Context: an optimization exercise on an open-source flow, tuned for small area, a short achievable clock period and few clock cycles per item. The choices shown serve that exercise and are no tape-out recipe. RTL that was checked went through simulation tests only; none was proved equivalent to the original. Function not checked in runs 1 and 2: the RTL went through the layout flow alone. Power is estimated from default activity; no workload was simulated.

$ cat flow/design.v
`timescale 1ns/100ps
`default_nettype none
package rv_pkg;
    localparam logic [4:0] OPC_OP_IMM = 5'b00100;
    localparam logic [4:0] OPC_AUIPC  = 5'b00101;
    localparam logic [4:0] OPC_OP     = 5'b01100;
    localparam logic [4:0] OPC_LUI    = 5'b01101;
    localparam logic [4:0] OPC_BRANCH = 5'b11000;
    localparam logic [4:0] OPC_JALR   = 5'b11001;
    localparam logic [4:0] OPC_JAL    = 5'b11011;
    localparam logic [1:0] TRAP_NONE       = 2'd0;
    localparam logic [1:0] TRAP_ILLEGAL    = 2'd1;
    localparam logic [1:0] TRAP_MISALIGNED = 2'd2;
    localparam logic [1:0] TRAP_BUS        = 2'd3;
    localparam logic [1:0] AXI_RESP_OKAY = 2'b00;
endpackage
`default_nettype wire
`timescale 1ns/100ps
`default_nettype none
import rv_pkg::*;
module instr_decoder (
    input  wire logic [31:0] inst,
    output logic             legal,
    output logic             reg_b,       
    output logic             is_lui,
    output logic             is_auipc,
    output logic             is_jal,
    output logic             is_jalr,
    output logic             is_branch,
    output logic             sub_mode     
);
    logic [4:0] opcode;
    logic [2:0] funct3;
    logic [6:0] funct7;
    logic       f7_zero;
    logic       f7_alt;
    logic       is_op;
    logic       is_op_imm;
    logic       op_ok;
    logic       op_imm_ok;
    assign opcode  = inst[6:2];
    assign funct3  = inst[14:12];
    assign funct7  = inst[31:25];
    assign f7_zero = (funct7 == 7'b0000000);
    assign f7_alt  = (funct7 == 7'b0100000);
    assign is_op     = (opcode == OPC_OP);
    assign is_op_imm = (opcode == OPC_OP_IMM);
    assign is_lui    = (opcode == OPC_LUI);
    assign is_auipc  = (opcode == OPC_AUIPC);
    assign is_jal    = (opcode == OPC_JAL);
    assign is_jalr   = (opcode == OPC_JALR);
    assign is_branch = (opcode == OPC_BRANCH);
    assign reg_b     = is_op | is_branch;
    assign op_ok     = f7_zero | (f7_alt & (funct3 == 3'b000 || funct3 == 3'b101));
    assign op_imm_ok = (funct3 == 3'b001) ? f7_zero :
                       (funct3 == 3'b101) ? (f7_zero | f7_alt) : 1'b1;
    assign legal = (inst[1:0] == 2'b11) &&
                   ((is_op & op_ok) | (is_op_imm & op_imm_ok) | is_lui | is_auipc | is_jal |
                    (is_jalr & (funct3 == 3'b000)) |
                    (is_branch & (funct3[2:1] != 2'b01)));
    assign sub_mode = is_branch | ((is_op | is_op_imm) & (funct3[2:1] == 2'b01)) |
                      (is_op & (funct3 == 3'b000) & inst[30]);
endmodule
`default_nettype wire
`timescale 1ns/100ps
`default_nettype none
module alu (
    input  wire logic [31:0] a,
    input  wire logic [31:0] b,
    input  wire logic [4:0]  shamt,    
    input  wire logic [2:0]  funct3,
    input  wire logic        sub_mode,
    input  wire logic        arith,
    output logic [31:0]      sum,
    output logic [31:0]      result,
    output logic             branch_taken
);
    logic        cout;
    logic        lt_u;
    logic        lt_s;
    logic        eq;
    logic        left;
    logic [31:0] sh_in;
    logic [31:0] sh_out;
    logic [31:0] sh_rev;
    prefix_add #(.W(32)) adder (.a(a), .b(b), .cin(sub_mode), .s(sum), .cout(cout));
    assign lt_u = ~cout;
    assign lt_s = (a[31] == b[31]) ? a[31] : sum[31];
    assign eq   = &(a ^ b);
    assign left = (funct3 == 3'b001);
    always_comb begin
        for (int i = 0; i < 32; i++)
            sh_in[i] = left ? a[31 - i] : a[i];
    end
    assign sh_out = $unsigned($signed({arith & ~left & a[31], sh_in}) >>> shamt);
    always_comb begin
        for (int i = 0; i < 32; i++)
            sh_rev[i] = sh_out[31 - i];
    end
    always_comb begin
        case (funct3)
            3'b000:  result = sum;
            3'b001:  result = sh_rev;
            3'b010:  result = {31'b0, lt_s};
            3'b011:  result = {31'b0, lt_u};
            3'b100:  result = a ^ b;
            3'b101:  result = sh_out;
            3'b110:  result = a | b;
            default: result = a & b;
        endcase
    end
    assign branch_taken = funct3[0] ^ (funct3[2] ? (funct3[1] ? lt_u : lt_s) : eq);
endmodule
`default_nettype wire
`timescale 1ns/100ps
`default_nettype none
module prefix_add #(
    parameter int W = 32
) (
    input  wire logic [W-1:0] a,
    input  wire logic [W-1:0] b,
    input  wire logic         cin,
    output logic [W-1:0]      s,
    output logic              cout
);
    localparam int L = $clog2(W);
    logic [W-1:0] p0;
    logic [W-1:0] g [L+1];
    logic [W-1:0] p [L+1];
    assign p0   = a ^ b;
    assign g[0] = (a & b) | {{(W-1){1'b0}}, p0[0] & cin};
    assign p[0] = p0;
    for (genvar l = 0; l < L; l++) begin : g_lvl
        for (genvar i = 0; i < W; i++) begin : g_bit
            if ((i >> l) % 2 == 1) begin : g_op
                localparam int J = ((i >> l) << l) - 1;
                assign g[l+1][i] = g[l][i] | (p[l][i] & g[l][J]);
                assign p[l+1][i] = p[l][i] & p[l][J];
            end else begin : g_pass
                assign g[l+1][i] = g[l][i];
                assign p[l+1][i] = p[l][i];
            end
        end
    end
    assign s    = p0 ^ {g[L][W-2:0], cin};
    assign cout = g[L][W-1];
endmodule
`default_nettype wire
`timescale 1ns/100ps
`default_nettype none
module reg_file (
    input  wire logic        clk,
    input  wire logic        rst_n,
    input  wire logic [4:0]  rs1,
    input  wire logic [4:0]  rs2,
    output logic [31:0]      rs1_data,
    output logic [31:0]      rs2_data,
    input  wire logic        we,
    input  wire logic [4:0]  rd,
    input  wire logic [31:0] wdata
);
    logic [31:0] regs [1:31];
    logic [31:1] valid;
    logic [31:0] grp1 [4];
    logic [31:0] grp2 [4];
    always_ff @(posedge clk or negedge rst_n) begin
        if (!rst_n)
            valid <= '0;
        else if (we && rd != 5'd0)
            valid[rd] <= 1'b1;
    end
    for (genvar i = 1; i < 32; i++) begin : g_reg
        always_ff @(posedge clk) begin
            if (we && rd == i)
                regs[i] <= wdata;
        end
    end
    always_comb begin
        for (int j = 0; j < 4; j++) begin
            grp1[j] = '0;
            grp2[j] = '0;
            for (int k = 0; k < 8; k++) begin
                if (j * 8 + k != 0) begin
                    grp1[j] = grp1[j] | (regs[j * 8 + k] & {32{valid[j * 8 + k] && rs1[2:0] == k}});
                    grp2[j] = grp2[j] | (regs[j * 8 + k] & {32{valid[j * 8 + k] && rs2[2:0] == k}});
                end
            end
        end
    end
    assign rs1_data = grp1[rs1[4:3]];
    assign rs2_data = grp2[rs2[4:3]];
endmodule
`default_nettype wire
`timescale 1ns/100ps
`default_nettype none
import rv_pkg::*;
module pc_unit (
    input  wire logic [31:2] pc,        
    input  wire logic [31:2] next_seq,  
    input  wire logic [31:0] inst,
    output logic [31:2]      predicted
);
    logic [20:2] j_off;
    logic [12:2] b_off;
    logic [20:2] j_low;
    logic [12:2] b_low;
    logic        j_c;
    logic        b_c;
    logic [31:21] j_inc;
    logic [31:21] j_dec;
    logic [31:13] b_inc;
    logic [31:13] b_dec;
    logic [31:21] j_high;
    logic [31:13] b_high;
    logic        sign;
    assign sign  = inst[31];
    assign j_off = {inst[31], inst[19:12], inst[20], inst[30:22]};
    assign b_off = {inst[31], inst[7], inst[30:25], inst[11:9]};
    prefix_add #(.W(19)) j_add (.a(pc[20:2]), .b(j_off), .cin(1'b0), .s(j_low), .cout(j_c));
    prefix_add #(.W(11)) b_add (.a(pc[12:2]), .b(b_off), .cin(1'b0), .s(b_low), .cout(b_c));
    prefix_add #(.W(11)) j_up  (.a(pc[31:21]), .b(11'd0), .cin(1'b1), .s(j_inc), .cout());
    prefix_add #(.W(11)) j_dn  (.a(pc[31:21]), .b({11{1'b1}}), .cin(1'b0), .s(j_dec), .cout());
    prefix_add #(.W(19)) b_up  (.a(pc[31:13]), .b(19'd0), .cin(1'b1), .s(b_inc), .cout());
    prefix_add #(.W(19)) b_dn  (.a(pc[31:13]), .b({19{1'b1}}), .cin(1'b0), .s(b_dec), .cout());
    assign j_high = (j_c == sign) ? pc[31:21] : j_c ? j_inc : j_dec;
    assign b_high = (b_c == sign) ? pc[31:13] : b_c ? b_inc : b_dec;
    always_comb begin
        if (inst[6:2] == OPC_JAL)
            predicted = {j_high, j_low};
        else if (inst[6:2] == OPC_BRANCH)
            predicted = {b_high, b_low};
        else
            predicted = next_seq;
    end
endmodule
`default_nettype wire
`timescale 1ns/100ps
`default_nettype none
import rv_pkg::*;
module core_ctrl #(
    parameter logic [31:0] reset_pc = 32'h0000_0000
) (
    input  wire logic        clk,
    input  wire logic        rst_n,
    output logic             arvalid,
    input  wire logic        arready,
    output logic [31:2]      ar_addr,
    input  wire logic        rvalid,
    output logic             rready,
    input  wire logic [1:0]  rresp,
    input  wire logic [31:2] predicted,   
    output logic [31:2]      pc,          
    output logic             execute,     
    input  wire logic        commit,
    input  wire logic        redirect,    
    input  wire logic [31:2] redirect_pc,
    input  wire logic        trap,        
    input  wire logic [1:0]  cause,
    output logic             halted,
    output logic [1:0]       trap_cause
);
    logic drop;       
    logic refetch;    
    logic ar_free;
    logic decode;     
    logic bus_err;
    logic stop;
    assign rready  = 1'b1;
    assign ar_free = !arvalid || arready;
    assign halted  = (trap_cause != TRAP_NONE);
    assign decode  = !execute && rvalid && !drop && !halted;
    assign bus_err = decode && rresp != AXI_RESP_OKAY;
    assign stop    = halted || trap || bus_err;
    always_ff @(posedge clk or negedge rst_n) begin
        if (!rst_n) begin
            arvalid    <= 1'b1;
            ar_addr    <= reset_pc[31:2];
            pc         <= reset_pc[31:2];
            execute    <= 1'b0;
            drop       <= 1'b0;
            refetch    <= 1'b0;
            trap_cause <= TRAP_NONE;
        end else begin
            execute <= decode && !bus_err;
            if (redirect)
                drop <= 1'b1;
            else if (rvalid)
                drop <= 1'b0;
            if (ar_free) begin
                arvalid <= !stop && (decode || redirect || refetch);
                refetch <= 1'b0;
                if (decode)
                    ar_addr <= predicted;
                else if (redirect)
                    ar_addr <= redirect_pc;
                else if (refetch)
                    ar_addr <= pc;
            end else if (redirect) begin
                refetch <= 1'b1;
            end
            if (commit)
                pc <= redirect ? redirect_pc : ar_addr;
            if (bus_err)
                trap_cause <= TRAP_BUS;
            else if (trap)
                trap_cause <= cause;
        end
    end
endmodule
`default_nettype wire
`timescale 1ns/100ps
`default_nettype none
import rv_pkg::*;
module rv_exec_top #(
    parameter logic [31:0] reset_pc = 32'h0000_0000
) (
    input  wire logic           clk,
    input  wire logic           rst_n,
    output logic                arvalid,
    input  wire logic           arready,
    output logic [31:0]         araddr,
    output logic [2:0]          arprot,
    input  wire logic           rvalid,
    output logic                rready,
    input  wire logic [31:0]    rdata,
    input  wire logic [1:0]     rresp,
    output logic                retire_valid,
    output logic [31:0]         retire_pc,
    output logic [4:0]          retire_rd,
    output logic [31:0]         retire_wdata,
    output logic                halted,
    output logic [1:0]          trap_cause,
    output logic [31:0]         trap_pc
);
    logic [31:2] ar_addr;
    logic [31:2] pc;
    logic [31:2] link;
    logic [31:2] predicted;
    logic        execute;
    logic [31:0] rs1_data;
    logic [31:0] rs2_data;
    logic        d_legal;
    logic        d_reg_b;
    logic        d_lui;
    logic        d_auipc;
    logic        d_jal;
    logic        d_jalr;
    logic        d_branch;
    logic        d_sub;
    logic [31:0] inst;
    logic [31:0] a;
    logic [31:0] b;         
    logic [4:0]  shamt;
    logic        legal;
    logic        is_lui;
    logic        is_auipc;
    logic        is_jal;
    logic        is_jalr;
    logic        is_branch;
    logic        sub_mode;
    logic [31:0] sum;
    logic [31:0] alu_result;
    logic        branch_taken;
    logic        jal_mis;
    logic        jalr_mis;
    logic        misaligned;
    logic        ok;
    logic        commit;
    logic        trap;
    logic        redirect;
    logic [4:0]  rd;
    logic        rd_nz;
    logic        we;
    logic [31:0] wdata;
    logic [31:12] auipc_high;
    assign araddr  = {ar_addr, 2'b00};
    assign arprot  = 3'b100;  
    assign trap_pc = {pc, 2'b00};  
    prefix_add #(.W(30)) link_add (.a(pc), .b(30'd0), .cin(1'b1), .s(link), .cout());
    pc_unit pc_unit_inst (
        .pc        (pc),
        .next_seq  (link),
        .inst      (rdata),
        .predicted (predicted)
    );
    instr_decoder instr_decoder_inst (
        .inst      (rdata),
        .legal     (d_legal),
        .reg_b     (d_reg_b),
        .is_lui    (d_lui),
        .is_auipc  (d_auipc),
        .is_jal    (d_jal),
        .is_jalr   (d_jalr),
        .is_branch (d_branch),
        .sub_mode  (d_sub)
    );
    reg_file reg_file_inst (
        .clk      (clk),
        .rst_n    (rst_n),
        .rs1      (rdata[19:15]),
        .rs2      (rdata[24:20]),
        .rs1_data (rs1_data),
        .rs2_data (rs2_data),
        .we       (we),
        .rd       (rd),
        .wdata    (wdata)
    );
    always_ff @(posedge clk) begin
        inst      <= rdata;
        a         <= rs1_data;
        b         <= (d_reg_b ? rs2_data : {{20{rdata[31]}}, rdata[31:20]}) ^ {32{d_sub}};
        shamt     <= d_reg_b ? rs2_data[4:0] : rdata[24:20];
        legal     <= d_legal;
        is_lui    <= d_lui;
        is_auipc  <= d_auipc;
        is_jal    <= d_jal;
        is_jalr   <= d_jalr;
        is_branch <= d_branch;
        sub_mode  <= d_sub;
    end
    alu alu_inst (
        .a            (a),
        .b            (b),
        .shamt        (shamt),
        .funct3       (inst[14:12]),
        .sub_mode     (sub_mode),
        .arith        (inst[30]),
        .sum          (sum),
        .result       (alu_result),
        .branch_taken (branch_taken)
    );
    assign rd       = inst[11:7];
    assign jal_mis  = is_jal & inst[21];
    assign jalr_mis = is_jalr & (a[1] ^ inst[21] ^ (a[0] & inst[20]));
    assign misaligned = jal_mis | jalr_mis | (is_branch & branch_taken & inst[8]);
    assign ok       = execute && legal;
    assign commit   = ok && !misaligned;
    assign trap     = execute && (!legal || misaligned);
    assign redirect = ok && ((is_branch && !branch_taken) || (is_jalr && !jalr_mis));
    assign rd_nz    = !is_branch && rd != 5'd0;
    assign we       = ok && rd_nz && !jal_mis && !jalr_mis;
    prefix_add #(.W(20)) auipc_add (.a(pc[31:12]), .b(inst[31:12]), .cin(1'b0), .s(auipc_high), .cout());
    always_comb begin
        if (is_lui)
            wdata = {inst[31:12], 12'b0};
        else if (is_auipc)
            wdata = {auipc_high, pc[11:2], 2'b00};
        else if (is_jal || is_jalr)
            wdata = {link, 2'b00};
        else
            wdata = alu_result;
    end
    core_ctrl #(
        .reset_pc (reset_pc)
    ) core_ctrl_inst (
        .clk         (clk),
        .rst_n       (rst_n),
        .arvalid     (arvalid),
        .arready     (arready),
        .ar_addr     (ar_addr),
        .rvalid      (rvalid),
        .rready      (rready),
        .rresp       (rresp),
        .predicted   (predicted),
        .pc          (pc),
        .execute     (execute),
        .commit      (commit),
        .redirect    (redirect),
        .redirect_pc (is_jalr ? sum[31:2] : link),
        .trap        (trap),
        .cause       (legal ? TRAP_MISALIGNED : TRAP_ILLEGAL),
        .halted      (halted),
        .trap_cause  (trap_cause)
    );
    always_ff @(posedge clk or negedge rst_n) begin
        if (!rst_n)
            retire_valid <= 1'b0;
        else
            retire_valid <= commit;
    end
    always_ff @(posedge clk) begin
        retire_pc    <= {pc, 2'b00};
        retire_rd    <= rd_nz ? rd : 5'd0;
        retire_wdata <= rd_nz ? wdata : 32'b0;
    end
endmodule
`default_nettype wire
$ cat flow/constraint.sdc
create_clock -name core_clock -period 10.0 [get_ports {clk}]
set_input_delay 2.0000 -clock core_clock [delete_from_list [all_inputs] [get_ports {clk}]]
set_output_delay 2.0000 -clock core_clock [all_outputs]
set_load 0.01 [all_outputs]
$ cat flow/run.sh
#!/bin/bash
# synth_recipe.tcl (not shown) runs the flow's synth.tcl, then flattens the netlist and writes it again
# the make line also repeats each setting of config.mk as NAME=value (left out here)
make -C /OpenROAD-flow-scripts/flow DESIGN_CONFIG=/design/flow/config.mk WORK_HOME=/design/flow/orfs CLKGATE_MAP_FILE= SYNTH_SCRIPT=/design/flow/synth_recipe.tcl finish
$ cat flow/config.mk
export PLATFORM = sky130hd
export DESIGN_NAME = rv_exec_top
export DESIGN_NICKNAME = rv_exec_top
export VERILOG_FILES = /design/flow/design.v
export SDC_FILE = /design/flow/constraint.sdc
export NUM_CORES = 4
export LEC_CHECK = 0
export CAP_MARGIN = 20
export CORE_MARGIN = 2
export CORE_UTILIZATION = 30
export PLACE_DENSITY = 0.4
export SETUP_SLACK_MARGIN = 5
export SLEW_MARGIN = 20
==> impl_metrics.ini, run 1 <==
[yosys]
netlist_area_um2 = 62400
synth_edf_count = 992
yosys_warnings = 23
async_reset_ff_share_pct = 7.790
syn_inst = 5365
ys_seq_area_share_pct = 57.06
syn_avg_cell_area_um2 = 11.63
ys_ff_latch = 1258
ys_types = 95
synth_flop_cell = edfxtp_1

[clock_tree]
clk_latency_ns = 0.84
cts_tree = built
clk_pin_slew_worst_paths_ns = 0.06
cts_buffers = 150
htreeDepth = 4
clockBufferDepth = 3
cts_sinks = 1258
cts_root_buf = clkbuf_16

[timing]
drv_slew = 0
maxSlewHeadroom_pct = 18.22
period_minus_slack_ns = 4.998
fmax_ghz = 0.2001
finalSetupViolations = 0
clock_skew_ns = 0.05071
fin_setup_tns_ns = 0
rsz0062_at_grt = true
hold_viol = 0
worst_pin_slew_ns = 1.222
finalCritPeriodShare_pct = 49.98

[detailed_routing]
drt-met1-wl_mm = 126.8
highest_layer = met5
wl_mm = 322.6
drc = 0
via_per_inst = 6.266
vias = 52000
wl_met2_mm = 143.3
avgRoutedWirePerCell_um = 38.88
firstDrtPassIters = 7
antenna_left = 0
dr_wl_met3_mm = 30.82
drt_iter0_markers = 8198

[power]
power_density_nw_per_um2 = 178.5
switching_power_mw = 3.638
seq_power_share_pct = 45.6
p_leak_nw = 24.53
power.clock.fraction_pct = 42.0
power_frac_comb_pct = 12.4
switching_share_pct = 27.80
vdd_drop_max_mv = 0.1938
p_int_mw = 9.450

[die]
initial_core_util_pct = 30.16
die_height_um = 460.1
floorplan.die_area_um2 = 211700
rows = 167
die_w_um = 460.1
coreArea_um2 = 206900
io_pins = 180

[setup_path]
worstPathArrival_ns = 5.65
rr_worst_depth = 12
r2r_slack_ns = 5.05
path_cells = clkdlybuf4s50_1 > buf_4 > nand2_1 > nor2_1 > and2_2 > buf_4 > a22oi_1 > nand4_1 > o21ai_0 > a211oi_1 > a21oi_1 > xnor2_1
cp_data_required_time_ns = 10.66
cp-end-kind = flop
path_class = in -> reg
cp_max_fo = 32
slowest_stage = buf_4
crit_top_cell = buf_4
path_buf_inv = 3
critical-path-max-stage-delay_ns = 0.51
critPathTopFamily = buffers and inverters
cp-start-kind = primary input
cp.depth = 12

[final_layout]
mostFrequentLayoutCells = 992 x edfxtp_1, 393 x nand2_1, 359 x a22oi_1
area_growth_pct = 17.48
layout-drive-gt1-share_pct = 12.54
layout_commonest_cell = edfxtp_1
nets = 5655
fin_cells = 8299
final_core_util_pct = 35.44

[grt]
grt_pass1_vias = 49290
antenna_found_initial = 21
grt_max_degree = 61
grt_remaining_overflow = 0
track_usage_pct = 29.55
grt_pass1_wl_mm = 431.2

[flow_run]
maxCapViolations = 0

[place]
numPortBuffers = 169
gp_congestion = 0.9360
dp_hpwl_mm = 206.7
dp.cells = 7991

[worst_hold_path]
hp-class = reg -> reg
whs_path_depth = 1

[outcome]
outcome = timing/DRC/antenna clean
## layout make-up
cell class | count | area (um2)
clock buffers | 206 | 4210
well taps | 2704 | 3383
multi-input cells | 3511 | 25270
flip-flops and latches | 1258 | 35660
clock inverters | 71 | 693.2
inverters | 142 | 536.8
repair buffers | 394 | 3513
fillers | 20280 | 133600
diodes | 13 | 32.53
## timing repair
item / in CTS / in global routing
hold buffers: 0 / 0
setup buffers: 6 / 8
cloned: 1 / 3
resized for setup: 54 / 59
setup endpoints to repair: 309 / 377
pin swaps: 4 / 4
## cell usage after synthesis (27+ instances only)
library cell / n / area, um2
nor3_1: 58 / 290.3
a21o_1: 37 / 277.8
xor2_1: 33 / 289.0
nor2_1: 274 / 1028
buf_1: 38 / 142.6
a22o_1: 171 / 1498
nand4_1: 76 / 475.5
a211oi_1: 53 / 397.9
o21a_1: 27 / 202.7
dfrtp_1: 97 / 2427
ha_1: 139 / 1739
mux2i_1: 92 / 920.9
edfxtp_1: 992 / 29790
nand3_1: 188 / 940.9
o211ai_1: 44 / 330.3
mux4_2: 36 / 810.8
a22oi_1: 359 / 2695
inv_1: 138 / 518.0
a31oi_1: 84 / 525.5
dfxtp_1: 168 / 3363
xnor2_1: 89 / 779.5
a221oi_1: 236 / 2067
o21ai_0: 205 / 1026
a21oi_1: 328 / 1642
a222oi_1: 129 / 1291
buf_2: 30 / 150.1
nand2_1: 393 / 1475
and2_1: 66 / 412.9
and3_1: 50 / 312.8
clkbuf_1: 376 / 1411
## cell families (layout without fill, tap and decap cells)
logic type / Yosys count / count (layout) / synth area share [%]
adders and majority gates: 160 / 160 / 3.461
AOI/OAI and AO/OA: 1861 / 1861 / 21.69
xor gates and xnor gates: 123 / 123 / 1.739
muxes: 141 / 141 / 3.034
DFF: 1258 / 1258 / 57.06
other: 2 / 23 / 0.01204
and+or+nand+nor: 1215 / 1216 / 9.164
buffers and inverters: 605 / 813 / 3.834
## state kept, by name (all words and copies together) (netlist names), 2 cells and up
name and flops:
reg_file_inst.regs 992, a 32, b 32, retire_wdata 32
reg_file_inst.valid 31, core_ctrl_inst.ar_addr 30, core_ctrl_inst.pc 30, retire_pc 30
inst 25, retire_rd 5, shamt 5, core_ctrl_inst.trap_cause 2
## metal layers
layer / up-vias / track usage [%]
met4: 4 / 16.94
met5: - / 0.06889
met2: 3214 / 45.70
li1: 21480 / -
met3: 643 / 6.682
met1: 26660 / 37.96
## per-stage QoR
stage	hold slack (ns)	total power [mW]	cell area, um2	setup slack, ns
final	0.4817	13.09	73300	5.002
after CTS	0.4876	13.13	72970	5.003
after global routing	0.5024	13.41	73280	4.930
after floorplan	0.4267	6.717	62430	5.222
after global placement	0.4662	7.635	67780	3.285
after detailed placement	0.4714	7.629	67830	3.218
## power groups by stage
stage               clock, mW  sequential [mW]  combinational, mW
CTS                      5.60             5.96               1.58
detailed placement          0             6.07               1.56
global placement            0             6.07               1.57
global route             5.77             5.96               1.68
floorplan                   0             6.03              0.692
finish                   5.50             5.97               1.63
## worst reg2reg max path, stage by stage, from the launching register on
cell and delay (ns):
dfxtp_2 0.52, buf_6 0.40, inv_1 0.23, buf_4 0.28, mux4_2 0.41, mux2i_1 0.10
a22oi_1 0.52, nand2_1 0.10, o21ai_0 0.08, o21ai_0 0.37, o21ai_0 0.86, o311a_4 0.74
and2_1 0.26
## path summary, 6_finish.rpt
check	startpoint	end
min	reg_file_inst.valid[26]$_DFFE_PN0P_	reg_file_inst.valid[26]$_DFFE_PN0P_
min reg2reg	reg_file_inst.valid[26]$_DFFE_PN0P_	reg_file_inst.valid[26]$_DFFE_PN0P_
max	rdata[20]	b[5]$_DFF_P_
min in group asynchronous	rst_n	core_ctrl_inst.ar_addr[21]$_DFFE_PN0P_
max in group asynchronous	rst_n	reg_file_inst.valid[26]$_DFFE_PN0P_
max reg2reg	shamt[1]$_DFF_P_	retire_wdata[6]$_SDFF_PN0_
==> inputs of run 2 (changes only) <==
==> flow/flow/run.sh (new file) <==
#!/bin/bash
set -euo pipefail
MARGIN=${MARGIN:-6.3}
sed "s/CLKGATE_MAP_FILE= /CLKGATE_MAP_FILE= SETUP_SLACK_MARGIN=$MARGIN /" standard.sh > standard_margin.sh
bash standard_margin.sh > make_flow.log 2>&1
==> flow/standard.sh (new file) <==
#!/bin/bash
# synth_recipe.tcl (not shown) runs the flow's synth.tcl, then flattens the netlist and writes it again
# the make line also repeats each setting of config.mk as NAME=value (left out here)
make -C /OpenROAD-flow-scripts/flow DESIGN_CONFIG=/design/flow/config.mk WORK_HOME=/design/flow/orfs CLKGATE_MAP_FILE= SYNTH_SCRIPT=/design/flow/synth_recipe.tcl "${@:-finish}"
--- a/flow/config.mk
+++ b/flow/config.mk
@@ -10,4 +10,3 @@
 export CORE_UTILIZATION = 30
 export PLACE_DENSITY = 0.4
-export SETUP_SLACK_MARGIN = 5
 export SLEW_MARGIN = 20
removed: flow/run.sh
==> impl_metrics.ini, run 2 <==
[final_layout]
mostFrequentLayoutCells = 992 x edfxtp_1, 355 x a22oi_1, 351 x nand2_1
layout_commonest_cell = edfxtp_1
area_growth_pct = 36.47
largest-register = reg_file_inst.regs
largest_reg_flops = 992
layout-drive-gt1-share_pct = 29.85
nets = 6107

[timing]
fmax_ghz = 0.2296
maxSlewHeadroom_pct = 5.023
period_minus_slack_ns = 4.355
hold_viol = 0
worst_pin_slew_ns = 1.414
finalCritPeriodShare_pct = 43.55
fin_setup_tns_ns = 0
hold_ws_ns = 0.4503
rsz0062_at_grt = true
clock_skew_ns = 0.05511
finalSetupViolations = 0
drv_slew = 0

[yosys]
synthAdderAreaFrac_pct = 3.461
synth_xor_area_share_pct = 1.739
synth_top_family_by_area = compound AO/OA/AOI/OAI gates
synth_compound_area_share_pct = 21.69
netlist_area_um2 = 62400
synth.most_common_cell = edfxtp_1
netlist_top_cells_count = 992 x edfxtp_1, 393 x nand2_1, 376 x clkbuf_1
synth_edf_count = 992
ys_ff_latch = 1258
syn_avg_cell_area_um2 = 11.63
synth_flop_cell = edfxtp_1
synth_top_area_share_pct = 47.74
ys_types = 95
synth_top_area_cell = edfxtp_1
synth_area_leaders = edfxtp_1 48%, dfxtp_1 5.4%, a22oi_1 4.3%
synthMuxAreaShare_pct = 3.034
yosys.area_share.simple_pct = 9.164
ys_seq_area_share_pct = 57.06
yosys_warnings = 23
syn_inst = 5365
async_reset_ff_share_pct = 7.790

[place]
numPortBuffers = 169
dp_hpwl_mm = 208.7
gp_congestion = 0.9447

[die]
initial_core_util_pct = 30.16
rows = 167
floorplan.die_area_um2 = 211700
io_pins = 180
die_height_um = 460.1
die_w_um = 460.1
coreArea_um2 = 206900

[detailed_routing]
antenna_left = 0
drt_iter0_markers = 8896
firstDrtPassIters = 10
via_per_inst = 6.425
vias = 56270
avgRoutedWirePerCell_um = 41.55
wl_mm = 363.9
drc = 0

[setup_path]
cp-end-kind = flop
cp_data_required_time_ns = 10.71
path_class = reg -> reg
cp_max_fo = 6
worstPathArrival_ns = 5.06
cp-start-kind = flop

[power]
vdd_drop_max_mv = 0.1923
p_leak_nw = 29.36
finalPower_mw = 14.32
power_density_nw_per_um2 = 168.1

[clock_tree]
cts-hold-fix-buffers = 0
cts_buffers = 152
cts_root_buf = clkbuf_16
cts_sinks = 1258
clockBufferDepth = 3
clk_pin_slew_worst_paths_ns = 0.06
cts_tree = built
clk_latency_ns = 0.84
htreeDepth = 4

[grt]
antenna_found_initial = 31
track_usage_pct = 32.72
grt_pass1_wl_mm = 473.7
grt_max_degree = 62
grt_pass1_vias = 52110
grt_remaining_overflow = 0

[worst_hold_path]
hp-class = reg -> reg

[flow_run]
maxCapViolations = 0

[outcome]
outcome = timing/DRC/antenna clean
==> run 2: logic make-up after synthesis <==
logic type               Yosys count
multiplexers                     141
AO/OA/AOI/OAI                   1861
adder cells (fa/ha/maj)          160
XOR/XNOR                         123
buffers and inverters            605
other                              2
AND/OR/NAND/NOR                 1215
flip-flops                      1258
==> run 2: worst paths after layout <==
kind | slack (ns) | from | endpoint | cells past startpoint
min in group asynchronous | 1.17 | rst_n | core_ctrl_inst.ar_addr[25]$_DFFE_PN0P_ | 1
worst min-delay path | 0.45 | core_ctrl_inst.pc[6]$_DFFE_PN0P_ | retire_pc[6]$_DFF_P_ | 0
worst max-delay path | 5.64 | a[17]$_DFF_P_ | core_ctrl_inst.ar_addr[27]$_DFFE_PN0P_ | 22
worst min register to register | 0.45 | core_ctrl_inst.pc[6]$_DFFE_PN0P_ | retire_pc[6]$_DFF_P_ | 0
worst max register to register | 5.64 | a[17]$_DFF_P_ | core_ctrl_inst.ar_addr[27]$_DFFE_PN0P_ | 22
max in group asynchronous | 7.41 | rst_n | core_ctrl_inst.ar_addr[9]$_DFFE_PN0P_ | 2
==> run 2: what timing repair did <==
action,in CTS,in global routing
buffers inserted,282,106
endpoints found under the setup margin,2281,1510
gates resized for setup,1205,378
gates cloned,64,27
pin swaps,171,163
==> run 2: per-layer routing <==
layer / track usage (%) / wire, um / vias to the layer above
met3: 8.282 / 38780 / 890
met5: 0 / 61 / -
met4: 19.32 / 27090 / 8
met2: 49.72 / 158200 / 4049
li1: - / - / 22500
met1: 41.99 / 139700 / 28820
==> run 2: critical path: stages, from the launching register on <==
cell      delay (ns)
dfxtp_4         0.36
buf_4           0.14
ha_2            0.20
a21oi_4         0.16
o21ai_4         0.11
a311o_1         0.32
a211oi_4        0.25
buf_6           0.16
a31oi_4         0.09
a21o_1          0.19
a21o_1          0.17
fa_2            0.35
o21ai_2         0.12
a21o_1          0.11
a31o_4          0.19
mux2i_4         0.27
and2_4          0.23
buf_12          0.14
a21o_4          0.23
buf_12          0.17
buf_12          0.11
nand2_1         0.09
o41ai_4         0.06
==> run 2: layout make-up <==
cell class              instances  area (um2)
repair inverters                1       5.005
multi-input cells            3528       29700
flip-flops and latches       1258       35760
clock buffers                 206        4208
repair buffers                826       10600
diodes                         17       42.54
well taps                    2704        3383
fillers                     19430      121700
inverters                     142       566.8
clock inverters                76       892.1
==> run 2: where the power goes <==
group          switching (mW)  total (mW)  internal (mW)  leakage [nW]
logic                    1.66        2.66           1.00          16.0
registers              0.0705        5.93           5.86          10.8
clock network            2.43        5.72           3.29          2.48
==> run 2: stage by stage <==
stage | instances | util [%] | setup WS (ns) | cell area [um2]
floorplan | 5373 | - | 5.277 | 63750
global placement | 7977 | 33.09 | 3.574 | 68440
detailed placement | 7977 | 33.09 | 3.559 | 68440
CTS | 8605 | 39.58 | 5.704 | 81870
global route | 8744 | 41.15 | 5.562 | 85120
finish | 8758 | 41.17 | 5.645 | 85160
==> inputs of run 3 (changes only) <==
--- a/flow/design.v
+++ b/flow/design.v
@@ -28,5 +28,8 @@
     output logic             is_jalr,
     output logic             is_branch,
-    output logic             sub_mode     
+    output logic             sub_mode,    
+    output logic             left,        
+    output logic             fill,        
+    output logic [10:0]      sel          
 );
     logic [4:0] opcode;
@@ -59,4 +62,16 @@
                     (is_jalr & (funct3 == 3'b000)) |
                     (is_branch & (funct3[2:1] != 2'b01)));
+    logic       is_alu;
+    logic       rd_nz;
+    assign is_alu = is_op | is_op_imm;
+    assign rd_nz  = inst[11:7] != 5'd0;
+    assign left   = funct3 == 3'b001;
+    assign fill   = funct3 == 3'b101 && inst[30];
+    for (genvar k = 0; k < 8; k++) begin : g_sel
+        assign sel[k] = rd_nz & is_alu & (funct3 == k);
+    end
+    assign sel[8]  = rd_nz & is_lui;
+    assign sel[9]  = rd_nz & is_auipc;
+    assign sel[10] = rd_nz & (is_jal | is_jalr);
     assign sub_mode = is_branch | ((is_op | is_op_imm) & (funct3[2:1] == 2'b01)) |
                       (is_op & (funct3 == 3'b000) & inst[30]);
@@ -71,5 +86,7 @@
     input  wire logic [2:0]  funct3,
     input  wire logic        sub_mode,
-    input  wire logic        arith,
+    input  wire logic        left,     
+    input  wire logic        fill,     
+    input  wire logic [7:0]  sel,      
     output logic [31:0]      sum,
     output logic [31:0]      result,
@@ -80,5 +97,4 @@
     logic        lt_s;
     logic        eq;
-    logic        left;
     logic [31:0] sh_in;
     logic [31:0] sh_out;
@@ -88,26 +104,20 @@
     assign lt_s = (a[31] == b[31]) ? a[31] : sum[31];
     assign eq   = &(a ^ b);
-    assign left = (funct3 == 3'b001);
     always_comb begin
         for (int i = 0; i < 32; i++)
             sh_in[i] = left ? a[31 - i] : a[i];
     end
-    assign sh_out = $unsigned($signed({arith & ~left & a[31], sh_in}) >>> shamt);
+    assign sh_out = $unsigned($signed({fill & a[31], sh_in}) >>> shamt);
     always_comb begin
         for (int i = 0; i < 32; i++)
             sh_rev[i] = sh_out[31 - i];
     end
-    always_comb begin
-        case (funct3)
-            3'b000:  result = sum;
-            3'b001:  result = sh_rev;
-            3'b010:  result = {31'b0, lt_s};
-            3'b011:  result = {31'b0, lt_u};
-            3'b100:  result = a ^ b;
-            3'b101:  result = sh_out;
-            3'b110:  result = a | b;
-            default: result = a & b;
-        endcase
-    end
+    assign result = ({32{sel[0]}} & sum) |
+                    ({32{sel[1]}} & sh_rev) |
+                    {31'b0, (sel[2] & lt_s) | (sel[3] & lt_u)} |
+                    ({32{sel[4]}} & (a ^ b)) |
+                    ({32{sel[5]}} & sh_out) |
+                    ({32{sel[6]}} & (a | b)) |
+                    ({32{sel[7]}} & (a & b));
     assign branch_taken = funct3[0] ^ (funct3[2] ? (funct3[1] ? lt_u : lt_s) : eq);
 endmodule
@@ -116,5 +126,6 @@
 `default_nettype none
 module prefix_add #(
-    parameter int W = 32
+    parameter int W = 32,
+    parameter int L = 5      
 ) (
     input  wire logic [W-1:0] a,
@@ -124,5 +135,4 @@
     output logic              cout
 );
-    localparam int L = $clog2(W);
     logic [W-1:0] p0;
     logic [W-1:0] g [L+1];
@@ -218,7 +228,7 @@
     assign b_off = {inst[31], inst[7], inst[30:25], inst[11:9]};
     prefix_add #(.W(19)) j_add (.a(pc[20:2]), .b(j_off), .cin(1'b0), .s(j_low), .cout(j_c));
-    prefix_add #(.W(11)) b_add (.a(pc[12:2]), .b(b_off), .cin(1'b0), .s(b_low), .cout(b_c));
-    prefix_add #(.W(11)) j_up  (.a(pc[31:21]), .b(11'd0), .cin(1'b1), .s(j_inc), .cout());
-    prefix_add #(.W(11)) j_dn  (.a(pc[31:21]), .b({11{1'b1}}), .cin(1'b0), .s(j_dec), .cout());
+    prefix_add #(.W(11), .L(4)) b_add (.a(pc[12:2]), .b(b_off), .cin(1'b0), .s(b_low), .cout(b_c));
+    prefix_add #(.W(11), .L(4)) j_up  (.a(pc[31:21]), .b(11'd0), .cin(1'b1), .s(j_inc), .cout());
+    prefix_add #(.W(11), .L(4)) j_dn  (.a(pc[31:21]), .b({11{1'b1}}), .cin(1'b0), .s(j_dec), .cout());
     prefix_add #(.W(19)) b_up  (.a(pc[31:13]), .b(19'd0), .cin(1'b1), .s(b_inc), .cout());
     prefix_add #(.W(19)) b_dn  (.a(pc[31:13]), .b({19{1'b1}}), .cin(1'b0), .s(b_dec), .cout());
@@ -348,4 +358,7 @@
     logic        d_branch;
     logic        d_sub;
+    logic        d_left;
+    logic        d_fill;
+    logic [10:0] d_sel;
     logic [31:0] inst;
     logic [31:0] a;
@@ -359,4 +372,7 @@
     logic        is_branch;
     logic        sub_mode;
+    logic        left;
+    logic        fill;
+    logic [10:0] sel;
     logic [31:0] sum;
     logic [31:0] alu_result;
@@ -393,5 +409,8 @@
         .is_jalr   (d_jalr),
         .is_branch (d_branch),
-        .sub_mode  (d_sub)
+        .sub_mode  (d_sub),
+        .left      (d_left),
+        .fill      (d_fill),
+        .sel       (d_sel)
     );
     reg_file reg_file_inst (
@@ -418,4 +437,7 @@
         is_branch <= d_branch;
         sub_mode  <= d_sub;
+        left      <= d_left;
+        fill      <= d_fill;
+        sel       <= d_sel;
     end
     alu alu_inst (
@@ -425,5 +447,7 @@
         .funct3       (inst[14:12]),
         .sub_mode     (sub_mode),
-        .arith        (inst[30]),
+        .left         (left),
+        .fill         (fill),
+        .sel          (sel[7:0]),
         .sum          (sum),
         .result       (alu_result),
@@ -441,14 +465,8 @@
     assign we       = ok && rd_nz && !jal_mis && !jalr_mis;
     prefix_add #(.W(20)) auipc_add (.a(pc[31:12]), .b(inst[31:12]), .cin(1'b0), .s(auipc_high), .cout());
-    always_comb begin
-        if (is_lui)
-            wdata = {inst[31:12], 12'b0};
-        else if (is_auipc)
-            wdata = {auipc_high, pc[11:2], 2'b00};
-        else if (is_jal || is_jalr)
-            wdata = {link, 2'b00};
-        else
-            wdata = alu_result;
-    end
+    assign wdata = alu_result |
+                   ({32{sel[8]}} & {inst[31:12], 12'b0}) |
+                   ({32{sel[9]}} & {auipc_high, pc[11:2], 2'b00}) |
+                   ({32{sel[10]}} & {link, 2'b00});
     core_ctrl #(
         .reset_pc (reset_pc)
@@ -482,5 +500,5 @@
         retire_pc    <= {pc, 2'b00};
         retire_rd    <= rd_nz ? rd : 5'd0;
-        retire_wdata <= rd_nz ? wdata : 32'b0;
+        retire_wdata <= wdata;
     end
 endmodule
==> flow/run.sh (new file) <==
#!/bin/bash
# synth_recipe.tcl (not shown) runs the flow's synth.tcl, then flattens the netlist and writes it again
# the make line also repeats each setting of config.mk as NAME=value (left out here)
make -C /OpenROAD-flow-scripts/flow DESIGN_CONFIG=/design/flow/config.mk WORK_HOME=/design/flow/orfs CLKGATE_MAP_FILE= SYNTH_SCRIPT=/design/flow/synth_recipe.tcl finish
--- a/flow/config.mk
+++ b/flow/config.mk
@@ -10,3 +10,4 @@
 export CORE_UTILIZATION = 30
 export PLACE_DENSITY = 0.4
+export SETUP_SLACK_MARGIN = 5
 export SLEW_MARGIN = 20
removed: flow/flow/run.sh
removed: flow/standard.sh
==> impl_metrics.ini, run 3 <==
[timing]
maxSlewHeadroom_pct = 13.19
finalSetupViolations = 0
setup_ws_ns = 4.836
period_minus_slack_ns = 5.164
hold_viol = 0
clock_skew_ns = 0.03260
rsz0062_at_grt = true
fin_setup_tns_ns = 0
fmax_ghz = 0.1936
hold_ws_ns = 0.4818
finalCritPeriodShare_pct = 51.64
worst_pin_slew_ns = 1.288
drv_slew = 0

[die]
die_height_um = 456.0
io_pins = 180
initial_core_util_pct = 30.26
die_w_um = 456.0
coreArea_um2 = 202500
rows = 165
floorplan.die_area_um2 = 207900

[final_layout]
mostFrequentLayoutCells = 992 x edfxtp_1, 410 x a22oi_1, 383 x nand2_1
nFillCells = 19720
seqCellArea_um2 = 35840
layout-drive-gt1-share_pct = 12.20
largest-register = reg_file_inst.regs
final_core_util_pct = 35.50
nets = 5412
largest_reg_flops = 992
multiInputGateArea_um2 = 24050
layout_commonest_cell = edfxtp_1
area_growth_pct = 17.32

[yosys]
synth.most_common_cell = edfxtp_1
yosys_warnings = 23
synth_area_leaders = edfxtp_1 49%, dfxtp_1 5.8%, a22oi_1 5.0%
synth_flop_cell = edfxtp_1
syn_inst = 5117
ys_ff_latch = 1269
synth_edf_count = 992
async_reset_ff_share_pct = 7.723
synth_top_area_share_pct = 48.61
netlist_area_um2 = 61280
synth_top_area_cell = edfxtp_1
netlist_top_cells_count = 992 x edfxtp_1, 410 x a22oi_1, 385 x nand2_1
ys_types = 97
syn_avg_cell_area_um2 = 11.98
ys_seq_area_share_pct = 58.46

[grt]
track_usage_pct = 27.64
antenna_found_initial = 21
grt_remaining_overflow = 0
grt_max_degree = 54
grt_pass1_vias = 46540
grt_pass1_wl_mm = 402.9

[setup_path]
slowest_stage = o21ai_0
path_cells = dlygate4sd2_1 > nor2b_1 > nor2b_1 > and2_1 > buf_4 > a22o_1 > a221oi_1 > nand3_1 > o21ai_0 > a21oi_1
path_class = in -> reg
worstPathArrival_ns = 5.82
cp-start-kind = primary input
crit_top_cell = nor2b_1
cp_data_required_time_ns = 10.65
cp_max_fo = 32
critical-path-max-stage-delay_ns = 0.97
cp-end-kind = flop

[detailed_routing]
via_per_inst = 6.127
drt_iter0_markers = 7454
antenna_left = 0
drc = 0
avgRoutedWirePerCell_um = 37.16
vias = 49130
wl_mm = 298.0
firstDrtPassIters = 8

[clock_tree]
clk_pin_slew_worst_paths_ns = 0.06
cts_root_buf = clkbuf_16
cts-hold-fix-buffers = 0
cts_tree = built
clockBufferDepth = 3
cts_sinks = 1269
clk_latency_ns = 0.83
cts_buffers = 150
htreeDepth = 4

[power]
finalPower_mw = 12.21
vdd_drop_max_mv = 0.1884
p_leak_nw = 22.43
power_density_nw_per_um2 = 169.8

[place]
gp_congestion = 0.9539
numPortBuffers = 169
dp_hpwl_mm = 189.5
post-place-ws_ns = 3.405

[outcome]
outcome = timing/DRC/antenna clean

[flow_run]
maxCapViolations = 0

[worst_hold_path]
hp-class = reg -> reg
run 3: cell types whose count changed after synthesis, sizes merged, moves of 48 or more:
cell | before | now
a222oi | 129 | 65
nor2 | 274 | 198
a22oi | 359 | 410
mux2i | 92 | 40
a21oi | 330 | 235
a221oi | 236 | 284
run 3: worst max-delay path, delay by kind of cell:
kind	cells	cell delay (ns)
AOI/OAI and AO/OA	4	1.65
and+or+nand+nor	4	1.02
buffers and inverters	2	1.06
run 3: cell type report:
cell class,count,area share (%)
Tap cell,2672,4.650
Antenna cell,10,0.03481
Clock buffer,216,5.837
Timing Repair Buffer,373,4.605
Inverter,135,0.7118
Sequential cell,1269,49.85
Multi-Input combinational cell,3284,33.45
Clock inverter,60,0.8562
run 3: per-stage QoR:
stage / cells / area [um2]
after global placement: 7708 / 66470
after global routing: 8010 / 71870
final: 8019 / 71900
after floorplan: 5125 / 61310
after CTS: 8000 / 71690
after detailed placement: 7710 / 66530
run 3: routing by layer:
metal	wire [um]	GRT usage, %	vias to the layer above
li1	-	-	20640
met1	125000	37.67	25260
met2	131900	42.33	2799
met3	24520	4.885	422
met4	16330	13.51	10
met5	274	0	-
run 3: report_power, final:
part | switching, mW | leakage [nW] | internal (mW)
Clock | 2.32 | 2.34 | 3.12
Combinational | 0.722 | 10.3 | 0.280
Sequential | 0.0648 | 9.81 | 5.71
Total | 3.10 | 22.4 | 9.11
run 3: path summary, 6_finish.rpt:
check / from / end / slack, ns / cells past startpoint
min in group asynchronous: rst_n / core_ctrl_inst.trap_cause[1]$_DFFE_PN0P_ / 1.23 / 1
setup / recovery: rdata[16] / a[14]$_DFF_P_ / 4.84 / 10
setup reg to reg: a[2]$_DFF_P_ / core_ctrl_inst.ar_addr[30]$_DFFE_PN0P_ / 5.04 / 20
hold reg to reg: reg_file_inst.valid[27]$_DFFE_PN0P_ / reg_file_inst.valid[27]$_DFFE_PN0P_ / 0.48 / 1
hold / removal: reg_file_inst.valid[27]$_DFFE_PN0P_ / reg_file_inst.valid[27]$_DFFE_PN0P_ / 0.48 / 1
max in group asynchronous: rst_n / core_ctrl_inst.ar_addr[25]$_DFFE_PN0P_ / 7.54 / 2
run 3: logic make-up after synthesis:
kind of cell / Yosys count / share of synthesized area [%]
AO/OA/AOI/OAI: 1786 / 21.82
flip-flops: 1269 / 58.46
AND/OR/NAND/NOR: 1121 / 8.720
buffers and inverters: 573 / 3.622
adder cells (fa/ha/maj): 161 / 3.544
XOR/XNOR: 123 / 1.758
multiplexers: 82 / 2.068
other: 2 / 0.01225
run 3: repair_timing:
| item | CTS | global route |
|---|---|---|
| cloned | 1 | 1 |
| resized for setup | 66 | 31 |
| pin swaps | 9 | 5 |
| setup buffers | 13 | 6 |
| setup endpoints to repair | 194 | 67 |
Testbench counts of run 3, summed over its fixed seeds: cycles 20,135, items 9,600.
==> inputs of run 4 (changes only) <==
--- a/flow/design.v
+++ b/flow/design.v
@@ -31,5 +31,5 @@
     output logic             left,        
     output logic             fill,        
-    output logic [10:0]      sel          
+    output logic [8:0]       sel          
 );
     logic [4:0] opcode;
@@ -68,10 +68,9 @@
     assign left   = funct3 == 3'b001;
     assign fill   = funct3 == 3'b101 && inst[30];
-    for (genvar k = 0; k < 8; k++) begin : g_sel
+    assign sel[0] = rd_nz & ((is_alu & (funct3 == 3'b000)) | is_lui | is_auipc);
+    for (genvar k = 1; k < 8; k++) begin : g_sel
         assign sel[k] = rd_nz & is_alu & (funct3 == k);
     end
-    assign sel[8]  = rd_nz & is_lui;
-    assign sel[9]  = rd_nz & is_auipc;
-    assign sel[10] = rd_nz & (is_jal | is_jalr);
+    assign sel[8] = rd_nz & (is_jal | is_jalr);
     assign sub_mode = is_branch | ((is_op | is_op_imm) & (funct3[2:1] == 2'b01)) |
                       (is_op & (funct3 == 3'b000) & inst[30]);
@@ -93,5 +92,4 @@
     output logic             branch_taken
 );
-    logic        cout;
     logic        lt_u;
     logic        lt_s;
@@ -100,7 +98,19 @@
     logic [31:0] sh_out;
     logic [31:0] sh_rev;
-    prefix_add #(.W(32)) adder (.a(a), .b(b), .cin(sub_mode), .s(sum), .cout(cout));
-    assign lt_u = ~cout;
-    assign lt_s = (a[31] == b[31]) ? a[31] : sum[31];
+    prefix_add #(.W(32)) adder (.a(a), .b(b), .cin(sub_mode), .s(sum), .cout());
+    logic [31:0] lt_t [6];
+    logic [31:0] eq_t [6];
+    assign lt_t[0] = {1'b0, ~a[30:0] & ~b[30:0]};
+    assign eq_t[0] = {1'b1, a[30:0] ^ b[30:0]};
+    for (genvar l = 0; l < 5; l++) begin : g_cmp
+        for (genvar i = 0; i < (32 >> (l + 1)); i++) begin : g_node
+            assign lt_t[l+1][i] = lt_t[l][2*i+1] | (eq_t[l][2*i+1] & lt_t[l][2*i]);
+            assign eq_t[l+1][i] = eq_t[l][2*i+1] & eq_t[l][2*i];
+        end
+        assign lt_t[l+1][31:(32 >> (l + 1))] = '0;
+        assign eq_t[l+1][31:(32 >> (l + 1))] = '0;
+    end
+    assign lt_u = (~a[31] & ~b[31]) | ((a[31] ^ b[31]) & lt_t[5][0]);
+    assign lt_s = (a[31] & b[31]) | ((a[31] ^ b[31]) & lt_t[5][0]);
     assign eq   = &(a ^ b);
     always_comb begin
@@ -209,35 +219,27 @@
     input  wire logic [31:2] next_seq,  
     input  wire logic [31:0] inst,
-    output logic [31:2]      predicted
+    output logic [31:2]      predicted,
+    output logic             near       
 );
-    logic [20:2] j_off;
-    logic [12:2] b_off;
-    logic [20:2] j_low;
-    logic [12:2] b_low;
-    logic        j_c;
-    logic        b_c;
-    logic [31:21] j_inc;
-    logic [31:21] j_dec;
-    logic [31:13] b_inc;
-    logic [31:13] b_dec;
-    logic [31:21] j_high;
-    logic [31:13] b_high;
-    logic        sign;
-    assign sign  = inst[31];
-    assign j_off = {inst[31], inst[19:12], inst[20], inst[30:22]};
-    assign b_off = {inst[31], inst[7], inst[30:25], inst[11:9]};
-    prefix_add #(.W(19)) j_add (.a(pc[20:2]), .b(j_off), .cin(1'b0), .s(j_low), .cout(j_c));
-    prefix_add #(.W(11), .L(4)) b_add (.a(pc[12:2]), .b(b_off), .cin(1'b0), .s(b_low), .cout(b_c));
-    prefix_add #(.W(11), .L(4)) j_up  (.a(pc[31:21]), .b(11'd0), .cin(1'b1), .s(j_inc), .cout());
-    prefix_add #(.W(11), .L(4)) j_dn  (.a(pc[31:21]), .b({11{1'b1}}), .cin(1'b0), .s(j_dec), .cout());
-    prefix_add #(.W(19)) b_up  (.a(pc[31:13]), .b(19'd0), .cin(1'b1), .s(b_inc), .cout());
-    prefix_add #(.W(19)) b_dn  (.a(pc[31:13]), .b({19{1'b1}}), .cin(1'b0), .s(b_dec), .cout());
-    assign j_high = (j_c == sign) ? pc[31:21] : j_c ? j_inc : j_dec;
-    assign b_high = (b_c == sign) ? pc[31:13] : b_c ? b_inc : b_dec;
+    logic [9:2] j_low;
+    logic [9:2] b_low;
+    logic       j_c;
+    logic       b_c;
+    logic       sign;
+    prefix_add #(.W(8), .L(3)) j_add (
+        .a (pc[9:2]), .b (inst[29:22]), .cin (1'b0), .s (j_low), .cout (j_c)
+    );
+    prefix_add #(.W(8), .L(3)) b_add (
+        .a (pc[9:2]), .b ({inst[29:25], inst[11:9]}), .cin (1'b0), .s (b_low), .cout (b_c)
+    );
+    assign sign = inst[31];
+    assign near = (inst[6:2] == OPC_JAL)
+                ? ({inst[19:12], inst[20], inst[30]} == {10{sign}}) && (j_c == sign)
+                : ({inst[7], inst[30]} == {2{sign}}) && (b_c == sign);
     always_comb begin
         if (inst[6:2] == OPC_JAL)
-            predicted = {j_high, j_low};
+            predicted = {pc[31:10], j_low};
         else if (inst[6:2] == OPC_BRANCH)
-            predicted = {b_high, b_low};
+            predicted = {pc[31:10], b_low};
         else
             predicted = next_seq;
@@ -360,5 +362,5 @@
     logic        d_left;
     logic        d_fill;
-    logic [10:0] d_sel;
+    logic [8:0]  d_sel;
     logic [31:0] inst;
     logic [31:0] a;
@@ -374,5 +376,5 @@
     logic        left;
     logic        fill;
-    logic [10:0] sel;
+    logic [8:0]  sel;
     logic [31:0] sum;
     logic [31:0] alu_result;
@@ -385,9 +387,12 @@
     logic        trap;
     logic        redirect;
+    logic [31:2] redirect_pc;
+    logic [31:2] target;
+    logic        d_near;
+    logic        near;
     logic [4:0]  rd;
     logic        rd_nz;
     logic        we;
     logic [31:0] wdata;
-    logic [31:12] auipc_high;
     assign araddr  = {ar_addr, 2'b00};
     assign arprot  = 3'b100;  
@@ -398,5 +403,6 @@
         .next_seq  (link),
         .inst      (rdata),
-        .predicted (predicted)
+        .predicted (predicted),
+        .near      (d_near)
     );
     instr_decoder instr_decoder_inst (
@@ -427,6 +433,8 @@
     always_ff @(posedge clk) begin
         inst      <= rdata;
-        a         <= rs1_data;
-        b         <= (d_reg_b ? rs2_data : {{20{rdata[31]}}, rdata[31:20]}) ^ {32{d_sub}};
+        a         <= (rs1_data & {32{!(d_lui || d_auipc)}}) | ({pc, 2'b00} & {32{d_auipc}});
+        b         <= (d_reg_b ? rs2_data :
+                      (d_lui || d_auipc) ? {rdata[31:12], 12'b0} : {{20{rdata[31]}}, rdata[31:20]}) ^
+                     {32{d_sub}};
         shamt     <= d_reg_b ? rs2_data[4:0] : rdata[24:20];
         legal     <= d_legal;
@@ -440,4 +448,5 @@
         fill      <= d_fill;
         sel       <= d_sel;
+        near      <= d_near;
     end
     alu alu_inst (
@@ -461,12 +470,18 @@
     assign commit   = ok && !misaligned;
     assign trap     = execute && (!legal || misaligned);
-    assign redirect = ok && ((is_branch && !branch_taken) || (is_jalr && !jalr_mis));
+    prefix_add #(.W(30)) target_add (
+        .a    (pc),
+        .b    (is_jal ? {{12{inst[31]}}, inst[19:12], inst[20], inst[30:22]}
+                      : {{20{inst[31]}}, inst[7], inst[30:25], inst[11:9]}),
+        .cin  (1'b0),
+        .s    (target),
+        .cout ()
+    );
+    assign redirect = ok && ((is_branch && !branch_taken) || (is_jalr && !jalr_mis) ||
+                             ((is_jal || (is_branch && branch_taken)) && !near));
+    assign redirect_pc = is_jalr ? sum[31:2] : (is_branch && !branch_taken) ? link : target;
     assign rd_nz    = !is_branch && rd != 5'd0;
     assign we       = ok && rd_nz && !jal_mis && !jalr_mis;
-    prefix_add #(.W(20)) auipc_add (.a(pc[31:12]), .b(inst[31:12]), .cin(1'b0), .s(auipc_high), .cout());
-    assign wdata = alu_result |
-                   ({32{sel[8]}} & {inst[31:12], 12'b0}) |
-                   ({32{sel[9]}} & {auipc_high, pc[11:2], 2'b00}) |
-                   ({32{sel[10]}} & {link, 2'b00});
+    assign wdata = alu_result | ({32{sel[8]}} & {link, 2'b00});
     core_ctrl #(
         .reset_pc (reset_pc)
@@ -485,5 +500,5 @@
         .commit      (commit),
         .redirect    (redirect),
-        .redirect_pc (is_jalr ? sum[31:2] : link),
+        .redirect_pc (redirect_pc),
         .trap        (trap),
         .cause       (legal ? TRAP_MISALIGNED : TRAP_ILLEGAL),
==> flow/flow/run.sh (new file) <==
#!/bin/bash
set -euo pipefail
MARGIN=${MARGIN:-6.0}
sed "s/CLKGATE_MAP_FILE= /CLKGATE_MAP_FILE= SETUP_SLACK_MARGIN=$MARGIN /" standard.sh > standard_margin.sh
bash standard_margin.sh > make_flow.log 2>&1
==> flow/standard.sh (new file) <==
#!/bin/bash
# synth_recipe.tcl (not shown) runs the flow's synth.tcl, then flattens the netlist and writes it again
# the make line also repeats each setting of config.mk as NAME=value (left out here)
make -C /OpenROAD-flow-scripts/flow DESIGN_CONFIG=/design/flow/config.mk WORK_HOME=/design/flow/orfs CLKGATE_MAP_FILE= SYNTH_SCRIPT=/design/flow/synth_recipe.tcl "${@:-finish}"
--- a/flow/config.mk
+++ b/flow/config.mk
@@ -8,6 +8,7 @@
 export CAP_MARGIN = 20
 export CORE_MARGIN = 2
-export CORE_UTILIZATION = 30
-export PLACE_DENSITY = 0.4
-export SETUP_SLACK_MARGIN = 5
+export CORE_UTILIZATION = 45
+export CTS_BUF_LIST = sky130_fd_sc_hd__clkbuf_4 sky130_fd_sc_hd__clkbuf_8
+export CTS_CLUSTER_SIZE = 20
+export PLACE_DENSITY = 0.55
 export SLEW_MARGIN = 20
removed: flow/run.sh
==> impl_metrics.ini, run 4 <==
[outcome]
outcome = timing/DRC/antenna clean

[final_layout]
area_growth_pct = 15.78
fin_cells = 7224
nets = 5441
final_area_um2 = 70350
multiInputGateArea_um2 = 23850
layout-drive-gt1-share_pct = 16.12
mostFrequentLayoutCells = 992 x edfxtp_1, 449 x a22oi_1, 423 x nand2_1
seqCellArea_um2 = 35900
largest_reg_flops = 992
layout_commonest_cell = edfxtp_1
nFillCells = 11650
final_core_util_pct = 52.58
largest-register = reg_file_inst.regs

[yosys]
async_reset_ff_share_pct = 7.729
netlist_top_cells_count = 992 x edfxtp_1, 450 x a22oi_1, 430 x nand2_1
ys_ff_latch = 1268
synth.most_common_cell = edfxtp_1
synth_flop_cell = edfxtp_1
netlist_area_um2 = 60760
ys_seq_area_share_pct = 58.93
synth_top_area_cell = edfxtp_1
synth_top_area_share_pct = 49.02
yosys_warnings = 19
synth_edf_count = 992
syn_avg_cell_area_um2 = 11.90
ys_types = 96
synth_area_leaders = edfxtp_1 49%, dfxtp_1 5.9%, a22oi_1 5.6%
syn_inst = 5105

[place]
post-place-ws_ns = 3.772
postPlaceCellArea_um2 = 64500
dp_hpwl_mm = 167.8
dp.cells = 6766
numPortBuffers = 169
gp_congestion = 1.022

[clock_tree]
cts-hold-fix-buffers = 0
cts_sinks = 1268
clockBufferDepth = 3
cts_root_buf = clkbuf_8
cts_tree = built
clk_pin_slew_worst_paths_ns = 0.07
htreeDepth = 4
clk_latency_ns = 1.01
cts_buffers = 211

[detailed_routing]
wl_mm = 270.4
via_per_inst = 7.002
drt_iter0_markers = 8620
firstDrtPassIters = 7
vias = 50590
antenna_left = 0
drc = 0
avgRoutedWirePerCell_um = 37.43

[die]
floorplan.die_area_um2 = 138000
coreArea_um2 = 133800
die_height_um = 371.5
die_w_um = 371.5
rows = 134
initial_core_util_pct = 45.42
io_pins = 180

[power]
switching_share_pct = 26.35
p_leak_nw = 22.84
switching_power_mw = 3.123
seq_power_share_pct = 49.2
power.clock.fraction_pct = 41.3
p_int_mw = 8.729
power_frac_comb_pct = 9.5
vdd_drop_max_mv = 0.1468
finalPower_mw = 11.85
power_density_nw_per_um2 = 168.5

[setup_path]
path_class = reg -> reg
cp_data_required_time_ns = 10.75
cp-end-kind = flop
worstPathArrival_ns = 4.88
cp-start-kind = flop
cp_max_fo = 16

[grt]
antenna_found_initial = 20
grt_max_degree = 62
track_usage_pct = 37.94
grt_remaining_overflow = 0
grt_pass1_wl_mm = 367.9
grt_pass1_vias = 47260

[timing]
fmax_ghz = 0.2421
fin_setup_tns_ns = 0
finalSetupViolations = 0
finalCritPeriodShare_pct = 41.31
period_minus_slack_ns = 4.131
clock_skew_ns = 0.05593
setup_ws_ns = 5.869
maxSlewHeadroom_pct = 7.673
drv_slew = 0
hold_viol = 0
hold_ws_ns = 0.4762
rsz0062_at_grt = true
worst_pin_slew_ns = 1.376

[flow_run]
maxCapViolations = 0

[worst_hold_path]
hp-class = reg -> reg
==> run 4: layout make-up <==
cell class	count	share of cell area, %
clock inverters	98	1.108
inverters	124	0.6758
diodes	8	0.02846
clock buffers	296	5.230
flip-flops and latches	1268	51.03
multi-input cells	3281	33.89
well taps	1768	3.144
repair buffers	381	4.889
==> run 4: power by group through the flow <==
stage | Combinational (mW) | Sequential [mW] | Clock (mW)
2_1_floorplan | 0.547 | 5.89 | 0
4_1_cts | 1.02 | 5.82 | 4.94
5_1_grt | 1.16 | 5.82 | 5.17
3_3_place_gp | 0.994 | 5.93 | 0
3_5_place_dp | 0.993 | 5.93 | 0
6_report | 1.13 | 5.83 | 4.90
==> run 4: kinds of logic (layout without fill, tap and decap cells) <==
family | after synthesis | in the layout | synth area share, %
buffers and inverters | 566 | 899 | 3.717
muxes | 77 | 77 | 1.991
DFF | 1268 | 1268 | 58.93
adders and majority gates | 136 | 136 | 3.010
AOI/OAI and AO/OA | 1710 | 1712 | 20.86
other | 2 | 18 | 0.01236
and+or+nand+nor | 1235 | 1235 | 9.882
xor gates and xnor gates | 111 | 111 | 1.600
==> run 4: path summary, 6_finish.rpt <==
check / from / endpoint / slack (ns) / cells after the start
setup reg to reg: a[1]$_DFF_P_ / reg_file_inst.regs[30][23]$_DFFE_PP_ / 5.87 / 11
hold / removal: core_ctrl_inst.pc[3]$_DFFE_PN0P_ / retire_pc[3]$_DFF_P_ / 0.48 / 0
setup / recovery: a[1]$_DFF_P_ / reg_file_inst.regs[30][23]$_DFFE_PP_ / 5.87 / 11
min in group asynchronous: rst_n / core_ctrl_inst.pc[2]$_DFFE_PN0P_ / 1.02 / 1
max in group asynchronous: rst_n / core_ctrl_inst.pc[25]$_DFFE_PN0P_ / 7.67 / 2
hold reg to reg: core_ctrl_inst.pc[3]$_DFFE_PN0P_ / retire_pc[3]$_DFF_P_ / 0.48 / 0
==> run 4: metal layers <==
metal | vias up | wire length [um] | GRT usage, %
li1 | 20630 | - | -
met1 | 25060 | 98810 | 49.52
met2 | 4069 | 116300 | 56.26
met3 | 821 | 35520 | 10.50
met4 | 10 | 19700 | 22.98
met5 | - | 59 | 0
==> run 4: repair_timing <==
item | CTS | global route
gates cloned | 1 | 2
gates resized for setup | 215 | 128
endpoints found under the hold margin | 0 | 0
setup buffers | 38 | 14
endpoints found under the setup margin | 911 | 532
pin swaps | 8 | 31
==> run 4: critical path, cell delays in order (launching register included) <==
cell      delay (ns)
dfxtp_2         0.49
inv_1           0.20
fa_2            0.44
nand3b_1        0.26
a21o_1          0.24
buf_4           0.15
a21oi_1         0.27
o31ai_2         0.15
o21bai_1        0.32
a21oi_1         0.22
xnor2_4         0.59
a221o_2         0.53
Testbench counts of run 4, summed over its fixed seeds: cycles 20,403, items 9,600.
==> inputs of run 5 (changes only) <==
==> flow/flow/run.sh (replaced) <==
#!/bin/bash
set -euo pipefail
MARGIN=${MARGIN:-6.5}
sed "s/CLKGATE_MAP_FILE= /CLKGATE_MAP_FILE= SETUP_SLACK_MARGIN=$MARGIN /" standard.sh > standard_margin.sh
bash standard_margin.sh > make_flow.log 2>&1
--- a/flow/config.mk
+++ b/flow/config.mk
@@ -6,5 +6,5 @@
 export NUM_CORES = 4
 export LEC_CHECK = 0
-export CAP_MARGIN = 20
+export CAP_MARGIN = 30
 export CORE_MARGIN = 2
 export CORE_UTILIZATION = 45
==> impl_metrics.ini, run 5 <==
[outcome]
outcome = timing/DRC/antenna clean

[yosys]
syn_inst = 5105
ys_ff_latch = 1268
synth_edf_count = 992
netlist_area_um2 = 60760
ys_types = 96
syn_avg_cell_area_um2 = 11.90
synth_top_area_cell = edfxtp_1
synth_top_area_share_pct = 49.02
async_reset_ff_share_pct = 7.729
yosys_warnings = 19
synth_area_leaders = edfxtp_1 49%, dfxtp_1 5.9%, a22oi_1 5.6%
netlist_top_cells_count = 992 x edfxtp_1, 450 x a22oi_1, 430 x nand2_1
synth_flop_cell = edfxtp_1
ys_seq_area_share_pct = 58.93
synth.most_common_cell = edfxtp_1

[timing]
maxSlewHeadroom_pct = 34.61
clock_skew_ns = 0.06557
fin_setup_tns_ns = 0
hold_ws_ns = 0.4717
period_minus_slack_ns = 3.711
finalCritPeriodShare_pct = 37.11
finalSetupViolations = 0
hold_viol = 0

[die]
coreArea_um2 = 133800
floorplan.die_area_um2 = 138000
die_height_um = 371.5
initial_core_util_pct = 45.42
rows = 134
io_pins = 180

[grt]
grt_pass1_wl_mm = 372.3
antenna_found_initial = 15
grt_max_degree = 58
grt_pass1_vias = 48990
grt_remaining_overflow = 0

[final_layout]
nFillCells = 11180
layout_commonest_cell = edfxtp_1
largest_reg_flops = 992
nets = 5653
largest-register = reg_file_inst.regs
area_growth_pct = 23.53
mostFrequentLayoutCells = 992 x edfxtp_1, 440 x a22oi_1, 399 x nand2_1

[detailed_routing]
wl_met2_mm = 117.3
firstDrtPassIters = 9
drc = 0
via_per_inst = 6.993
vias = 52020
drt_iter0_markers = 7875
antenna_left = 0
avgRoutedWirePerCell_um = 36.95
wl_mm = 274.8

[setup_path]
path_class = reg -> reg
worstPathArrival_ns = 4.57
cp-start-kind = flop
cp_max_fo = 6
cp-end-kind = flop
cp_data_required_time_ns = 10.86

[clock_tree]
clk_latency_ns = 0.99
cts_sinks = 1268
cts_root_buf = clkbuf_8
clk_pin_slew_worst_paths_ns = 0.07
clockBufferDepth = 3
cts_buffers = 204
cts-hold-fix-buffers = 0

[place]
numPortBuffers = 169
dp_hpwl_mm = 163.3
gp_congestion = 0.9828

[power]
p_leak_nw = 24.89
power_density_nw_per_um2 = 159.9

[flow_run]
maxCapViolations = 0

[worst_hold_path]
hp-class = reg -> reg
==> run 5: cell counts after synthesis <==
No cell type changed its count.
==> run 5: final cells by class <==
class / instances / area (um2) / share of cell area, %
Clock inverter: 87 / 784.5 / 1.045
Multi-Input combinational cell: 3279 / 25610 / 34.12
Antenna cell: 9 / 22.52 / 0.03000
Inverter: 124 / 491.7 / 0.6551
Tap cell: 1768 / 2212 / 2.947
Sequential cell: 1268 / 36020 / 47.98
Timing Repair Buffer: 602 / 6136 / 8.175
Clock buffer: 301 / 3786 / 5.044
==> run 5: kinds of logic after synthesis <==
logic type | share of synthesized area, %
compound gates | 20.86
flops | 58.93
simple gates | 9.882
buf+inv | 3.717
fa+ha+maj | 3.010
xor+xnor | 1.600
mux | 1.991
other cells | 0.01236
==> run 5: per-stage QoR <==
stage	worst slack, ns	total power, mW	cells	instance area (um2)
finish	6.289	12.00	7438	75060
global route	6.244	12.32	7431	75040
global placement	3.830	6.923	6777	65120
detailed placement	4.094	6.927	6785	65280
floorplan	6.178	6.452	5113	62080
CTS	6.278	11.92	7356	73040
==> run 5: path summary, 6_finish.rpt <==
check                                               startpoint                                     end  slack [ns]  cells past startpoint
hold reg to reg            reg_file_inst.valid[16]$_DFFE_PN0P_     reg_file_inst.valid[16]$_DFFE_PN0P_        0.47                      1
setup / recovery                                  b[9]$_DFF_P_        core_ctrl_inst.pc[3]$_DFFE_PN0P_        6.29                     15
min in group asynchronous                                rst_n  core_ctrl_inst.ar_addr[11]$_DFFE_PN0P_        1.06                      1
hold / removal             reg_file_inst.valid[16]$_DFFE_PN0P_     reg_file_inst.valid[16]$_DFFE_PN0P_        0.47                      1
setup reg to reg                                  b[9]$_DFF_P_        core_ctrl_inst.pc[3]$_DFFE_PN0P_        6.29                     15
max in group asynchronous                                rst_n        core_ctrl_inst.pc[2]$_DFFE_PN0P_        7.70                      2
==> run 5: power breakdown <==
part	switching, mW	total [mW]	internal [mW]
logic	0.808	1.23	0.420
clock network	2.22	4.96	2.73
registers	0.0721	5.82	5.75
==> run 5: routing by layer <==
layer  up-vias  track usage [%]
met5         -           0.3147
met4         8            23.08
met3       876            11.47
met2      4329            56.28
met1     25730            50.41
li1      21070                -
==> run 5: repair_timing <==
item | in CTS | in global routing
cloned | 12 | 14
buffers inserted | 171 | 59
resized for setup | 1115 | 321
setup endpoints to repair | 1660 | 1314
pin swaps | 74 | 97
==> run 5: worst max-delay path, cell delays in order, from the launching register on <==
cell and delay [ns]:
dfxtp_4 0.41, inv_4 0.05, ha_4 0.26, and4_4 0.25
nand3_4 0.10, a211o_1 0.29, a31oi_4 0.29, mux2i_4 0.34
nand2_4 0.13, buf_4 0.16, buf_4 0.13, a311o_2 0.41
buf_12 0.17, clkinvlp_4 0.09, buf_6 0.15, mux2_4 0.31
